This is an optimization exercise on Yosys and OpenROAD, whose aim is small area, a short achievable clock period and few clock cycles, not a production implementation. Where RTL was checked, it was by simulation tests only, not by an equivalence proof against the original. No activity file was given, so power comes from the tool's default toggle rates.

run 1:
// rm_edf_tick_scheduler
module rm_edf_tick_scheduler (
  input  wire logic                          clk,
  input  wire logic                          rst_n,
  input  wire logic                          start,
  output logic                               busy,
  input  wire logic [1:0]                    in_operation,
  input  wire logic [rmedf_pkg::SLOT_W-1:0]  in_task_index,
  input  wire logic [rmedf_pkg::VAL_W-1:0]   in_period,
  input  wire logic [rmedf_pkg::VAL_W-1:0]   in_burst,
  input  wire logic [rmedf_pkg::VAL_W-1:0]   in_deadline,
  output logic                               out_valid,
  output logic                               out_kind,
  output logic [rmedf_pkg::ID_W-1:0]         out_task_id,
  output logic                               out_seg_valid,
  output logic [rmedf_pkg::ID_W-1:0]         out_seg_task,
  output logic [rmedf_pkg::OUT_W-1:0]        out_seg_start,
  output logic [rmedf_pkg::OUT_W-1:0]        out_seg_end,
  ...
Size in the first run: about 9200 cells after synthesis, ~1600 flip-flops, roughly 310 I/O pins, ~92000 um2 of cells after synthesis.
clock: 10.0 ns
lec_check: 0
cap_margin: 20
core_margin: 2
core_utilization: 65
cts_buf_list: sky130_fd_sc_hd__clkbuf_8
cts_cluster_size: 30
setup_slack_margin: 5
slew_margin: 20
standard.sh (not shown) runs the stock make flow with config.mk's settings and CLKGATE_MAP_FILE= SYNTH_SCRIPT=/design/flow/synth_recipe.tcl, a recipe that flattens the netlist after the stock synthesis.
==> flow/flow/run.sh <==
#!/bin/bash
set -euo pipefail
bash standard.sh SETUP_SLACK_MARGIN=6 finish > standard_make.log 2>&1
Testbench counts of run 1, summed over its fixed seeds: cycles 6,919.
[inputs] run 2 vs run 1
- CORE_UTILIZATION now 55, was 65
==> flow/flow/run.sh <==
#!/bin/bash
set -euo pipefail
bash standard.sh SETUP_SLACK_MARGIN=6 \
  "CTS_ARGS=-sink_clustering_enable -repair_clock_nets -buf_list sky130_fd_sc_hd__clkbuf_8 -sink_clustering_size 30 -dont_use_dummy_load" \
  finish > standard_make.log 2>&1
[summary]
- Run 2 completed end to end with timing, DRC and antenna clean.
- Upper clock frequency limit went down slightly going from run 1 to run 2.
- Critical path buffer and inverter count, run 1 and run 2: higher on run 2
- Summary: with run 1 as the reference, first-pass GRT wire length in run 2 moved up by a few percent.
Input changes introduced in run 3 (baseline for comparison: run 2):
- changing CORE_UTILIZATION from 55 to 40
- removing CTS_CLUSTER_SIZE (formerly 30)
==> flow/flow/run.sh <==
#!/bin/bash
set -euo pipefail
bash standard.sh SETUP_SLACK_MARGIN=6 finish > standard_make.log 2>&1
Notes after the runs:
- [run 3] hold slack rose 0.0058 ns relative to run 2
- Of the two candidates, run 2 has the better first-pass GRT wire length and run 3 the worse one.
- Looking at maximum number of pins on one net before global-route repair across run 3 and run 2, the one that comes out lower is run 2.
- Of run 3 and run 2, the run reporting the lower number of cells on the worst reg-to-reg path was run 3.
- Total wirelength of the detailed-routed design: run 3 worse than run 2
- Compared with run 2, run 3 shows clock network power that has gone up by more than 10%.
- Compared with run 2, in run 3 setup slack fell 0.0035 ns; via count has increased.

---

rm_edf_tick_scheduler again, from the RTL that the note above started with.
==> flow/design.v (excerpt) <==
module rm_edf_tick_scheduler (
  input  wire logic                          clk,
  input  wire logic                          rst_n,
  input  wire logic                          start,
  output logic                               busy,
  input  wire logic [1:0]                    in_operation,
  input  wire logic [rmedf_pkg::SLOT_W-1:0]  in_task_index,
  input  wire logic [rmedf_pkg::VAL_W-1:0]   in_period,
  input  wire logic [rmedf_pkg::VAL_W-1:0]   in_burst,
  input  wire logic [rmedf_pkg::VAL_W-1:0]   in_deadline,
  output logic                               out_valid,
  output logic                               out_kind,
  output logic [rmedf_pkg::ID_W-1:0]         out_task_id,
  output logic                               out_seg_valid,
  output logic [rmedf_pkg::ID_W-1:0]         out_seg_task,
  output logic [rmedf_pkg::OUT_W-1:0]        out_seg_start,
  output logic [rmedf_pkg::OUT_W-1:0]        out_seg_end,
  output logic [2:0]                         out_seg_tag,
  output logic                               out_trace_full,
  output logic [rmedf_pkg::OUT_W-1:0]        out_count_complete,
  output logic [rmedf_pkg::OUT_W-1:0]        out_count_lost,
  output logic [rmedf_pkg::OUT_W-1:0]        out_count_killed,
  output logic                               out_last,
  input  wire logic                          psel,
  input  wire logic                          penable,
  input  wire logic                          pwrite,
  input  wire logic [rmedf_pkg::ADDR_W-1:0]  paddr,
  input  wire logic [rmedf_pkg::DATA_W-1:0]  pwdata,
  output logic [rmedf_pkg::DATA_W-1:0]       prdata,
  output logic                               pready
);
export LEC_CHECK = 0
export CAP_MARGIN = 20
export CORE_MARGIN = 2
export CORE_UTILIZATION = 55
export CTS_BUF_LIST = sky130_fd_sc_hd__clkbuf_8
export CTS_CLUSTER_SIZE = 24
export SETUP_SLACK_MARGIN = 5
export SLEW_MARGIN = 20
create_clock -name core_clock -period 10.0 [get_ports {clk}]
==> flow/flow/run.sh <==
#!/bin/bash
set -euo pipefail
bash standard.sh SETUP_SLACK_MARGIN=6 \
  "CTS_ARGS=-sink_clustering_enable -repair_clock_nets -buf_list sky130_fd_sc_hd__clkbuf_8 -sink_clustering_size 24 -dont_use_dummy_load" \
  finish > standard_make.log 2>&1
The baseline completed without violations.
Testbench counts at the start, summed over its fixed seeds: cycles 6,919.
Rerun with:
==> flow/flow/run.sh (replaced) <==
#!/bin/bash
set -euo pipefail
bash standard.sh SETUP_SLACK_MARGIN=6 finish > standard_make.log 2>&1
Settings changed: CTS_BUF_LIST sky130_fd_sc_hd__clkbuf_8 to not set, CTS_CLUSTER_SIZE 24 to not set.
Final cell count grows by about 0.43%.
Via count stays flat.
Cell area grows by about 2%.
Count of clock-buffer cells in the layout shrinks by 65.
Total power grows by 8.5%.
Clock skew shrinks by 0.045 ns.
Rerun with:
==> flow/flow/run.sh (replaced) <==
#!/bin/bash
set -euo pipefail
bash standard.sh SETUP_SLACK_MARGIN=6.5 finish > standard_make.log 2>&1
Settings changed: CORE_UTILIZATION 55 to 40.
Outcome: Core utilization falls by 13 points; register-to-register slack is better by 0.13 ns; sequential power stays flat; sequential cell count does not change; combinational power rises by about 15%; sequential share of layout area falls by 3.6 points; via count rises by 4.2%; cell area rises by about 10%.
Rerun with:
==> flow/flow/run.sh (replaced) <==
#!/bin/bash
set -euo pipefail
bash standard.sh SETUP_SLACK_MARGIN=6 finish > standard_make.log 2>&1
Settings changed: CORE_UTILIZATION 40 to 60, CTS_BUF_LIST set to sky130_fd_sc_hd__clkbuf_4 sky130_fd_sc_hd__clkbuf_8, CTS_CLUSTER_SIZE set to 24.
After rerunning: Synthesized area is unchanged. Wire length fell by 13%. Die area is lower by 33%. Clock power shrinks by 11%.
Rerun with:
Settings changed: CORE_UTILIZATION 60 to 40, CTS_BUF_LIST sky130_fd_sc_hd__clkbuf_4 sky130_fd_sc_hd__clkbuf_8 to not set, CTS_CLUSTER_SIZE 24 to not set.
Result:
- The changed run finished clean
- maximum frequency went up by 0.59%
- setup slack improved by 0.025 ns
- synthesized cell count stays the same
- design area is higher by 2.4%
Rerun with:
==> flow/flow/run.sh (replaced) <==
#!/bin/bash
set -euo pipefail
bash standard.sh SETUP_SLACK_MARGIN=5.8 finish > standard_make.log 2>&1
Settings changed: CORE_UTILIZATION 40 to 55, CTS_BUF_LIST set to sky130_fd_sc_hd__clkbuf_8, CTS_CLUSTER_SIZE set to 24.
After rerunning: Register-to-register slack degrades by 0.19 ns. Setup slack loses 0.32 ns. Die area fell by a quarter to a third. Global-route usage is higher by 7.9 points. Via count goes down slightly. Clock skew rises by 0.010 ns. Power came out lower by a few percent. Wire length shrinks by a little under a tenth. Flip-flop and latch count is unchanged. Fmax goes down by a little under a tenth.

---

north:
Another version of the RTL of rm_edf_tick_scheduler (not shown whole).
For scale: ~8000 cells after synthesis, about 1300 flip-flops, ~310 I/O pins.
clock: 10.0 ns
lec_check: 0
cap_margin: 20
core_margin: 2
core_utilization: 40
setup_slack_margin: 5
slew_margin: 20
run.sh (not shown) runs the stock make flow with config.mk's settings and CLKGATE_MAP_FILE= SYNTH_SCRIPT=/design/flow/synth_recipe.tcl, a recipe that flattens the netlist after the stock synthesis.
Stock flow here: none of the scripts above is used.
north closes out successfully: all stages finished, all timing, DRC and antenna checks passed.
Relative to north, the following input files were edited for south:
Settings: ABC_CLOCK_PERIOD_IN_PS now 5000, previously not set.
[summary]
- Gate count of the mapped netlist: north vs south identical
- The wire length after detailed routing was comparable across north and south.
- On total power draw, north and south are basically level.
- Reported for north and south, layout overhead on the synthesized area turned out identical to the last digit.
- Area of the die: north vs south identical
- Summary of south over north: met1 routed wirelength after detailed routing has remained practically unchanged; post-route non-filler standard cell count did not really move; switching component of the power ~0 delta.
Function was not checked in any run of this note: the RTL went through the layout flow alone.

---

RTL: one of the versions met above, not the one the previous note started from.
Size: about 9200 cells after synthesis, ~1600 flip-flops, about 92000 sq um of cells after synthesis.
Design rm_edf_tick_scheduler, start of the top module:
module rm_edf_tick_scheduler (
  input  wire logic                          clk,
  input  wire logic                          rst_n,
  input  wire logic                          start,
  output logic                               busy,
  input  wire logic [1:0]                    in_operation,
  input  wire logic [rmedf_pkg::SLOT_W-1:0]  in_task_index,
  input  wire logic [rmedf_pkg::VAL_W-1:0]   in_period,
  input  wire logic [rmedf_pkg::VAL_W-1:0]   in_burst,
  input  wire logic [rmedf_pkg::VAL_W-1:0]   in_deadline,
  output logic                               out_valid,
  output logic                               out_kind,
  output logic [rmedf_pkg::ID_W-1:0]         out_task_id,
  output logic                               out_seg_valid,
  output logic [rmedf_pkg::ID_W-1:0]         out_seg_task,
  output logic [rmedf_pkg::OUT_W-1:0]        out_seg_start,
  output logic [rmedf_pkg::OUT_W-1:0]        out_seg_end,
  output logic [2:0]                         out_seg_tag,
  output logic                               out_trace_full,
  output logic [rmedf_pkg::OUT_W-1:0]        out_count_complete,
  output logic [rmedf_pkg::OUT_W-1:0]        out_count_lost,
  output logic [rmedf_pkg::OUT_W-1:0]        out_count_killed,
  output logic                               out_last,
  input  wire logic                          psel,
  input  wire logic                          penable,
  input  wire logic                          pwrite,
  input  wire logic [rmedf_pkg::ADDR_W-1:0]  paddr,
  input  wire logic [rmedf_pkg::DATA_W-1:0]  pwdata,
  output logic [rmedf_pkg::DATA_W-1:0]       prdata,
  output logic                               pready
);
  localparam logic [3:0] NONE_ID = rmedf_pkg::NONE_ID;
  logic        policy_r;
  logic [3:0]  tcount_r;
  logic [15:0] slimit_r;
  logic        cfg_wr;
  logic        policy_d;
  ...
clock: 10.0 ns
lec_check: 0
cap_margin: 20
core_margin: 2
core_utilization: 55
cts_buf_list: sky130_fd_sc_hd__clkbuf_8
cts_cluster_size: 40
place_density: 0.7
setup_slack_margin: 5
slew_margin: 20
standard.sh (not shown) runs the stock make flow with config.mk's settings and CLKGATE_MAP_FILE= SYNTH_SCRIPT=/design/flow/synth_recipe.tcl, a recipe that flattens the netlist after the stock synthesis.
==> flow/flow/run.sh <==
#!/bin/bash
set -euo pipefail
bash standard.sh SETUP_SLACK_MARGIN=6 finish > standard_make.log 2>&1
The baseline ran to the end with no violations.
Testbench counts at the start, summed over its fixed seeds: cycles 6,919.
Change:
CTS_CLUSTER_SIZE = 24   (was 40)
PLACE_DENSITY = not set   (was 0.7)
Outcome: Area after synthesis is unchanged; design area came out lower by 0.36%; sequential power is about the same; non-clock buffer count came out higher by 4.

re-timing with driven ports:
The results above use ideal ports. As a check the final layouts listed here were re-extracted and re-timed, cells and wires unchanged. Step 1 sets driving cells, clkbuf_16 on the clock port and buf_2 on the other inputs (assumed; they add their load-dependent delay and slew). Step 2 moves the port delays by t, midway between the first and last clock arrival at a register: inputs arrive t later, outputs are due t later. That takes back most of the time a late clock gives input paths. a / b / c = no drivers / after step 1 / after step 2; a / b = the first two.
run | t (ns) | slack for setup (ns) | worst slew at a driven data input, ns
run 1 | 1.101 | 5.866 / 5.782 / 4.874 | 0.13
run 2 | 1.124 | 5.792 / 5.705 / 4.922 | 0.07
run 3 | 1.103 | 5.788 / 5.700 / 4.907 | 0.12
the first run of note 2 | 1.124 | 5.792 / 5.705 / 4.922 | 0.07
the second run of note 2 | 0.928 | 5.894 / 5.807 / 5.067 | 0.07
the third run of note 2 | 0.956 | 5.824 / 5.731 / 5.363 | 0.18
the fourth run of note 2 | 1.099 | 5.819 / 5.735 / 4.861 | 0.08
the fifth run of note 2 | 0.930 | 5.843 / 5.752 / 5.115 | 0.11
the sixth run of note 2 | 1.131 | 5.526 / 5.440 / 4.735 | 0.08
north | 0.910 | 2.634 / 2.543 / 2.782 | 0.07
south | 0.910 | 2.634 / 2.543 / 2.782 | 0.07
the first run of note 4 | 1.145 | 5.779 / 5.695 / 4.908 | 0.12
the second run of note 4 | 1.122 | 5.801 / 5.714 / 4.885 | 0.07
After both steps setup and hold are still met in every run listed. The setup slack of run 1, which loses most, moves by -0.084 ns with the drivers and by -0.992 ns with both steps.
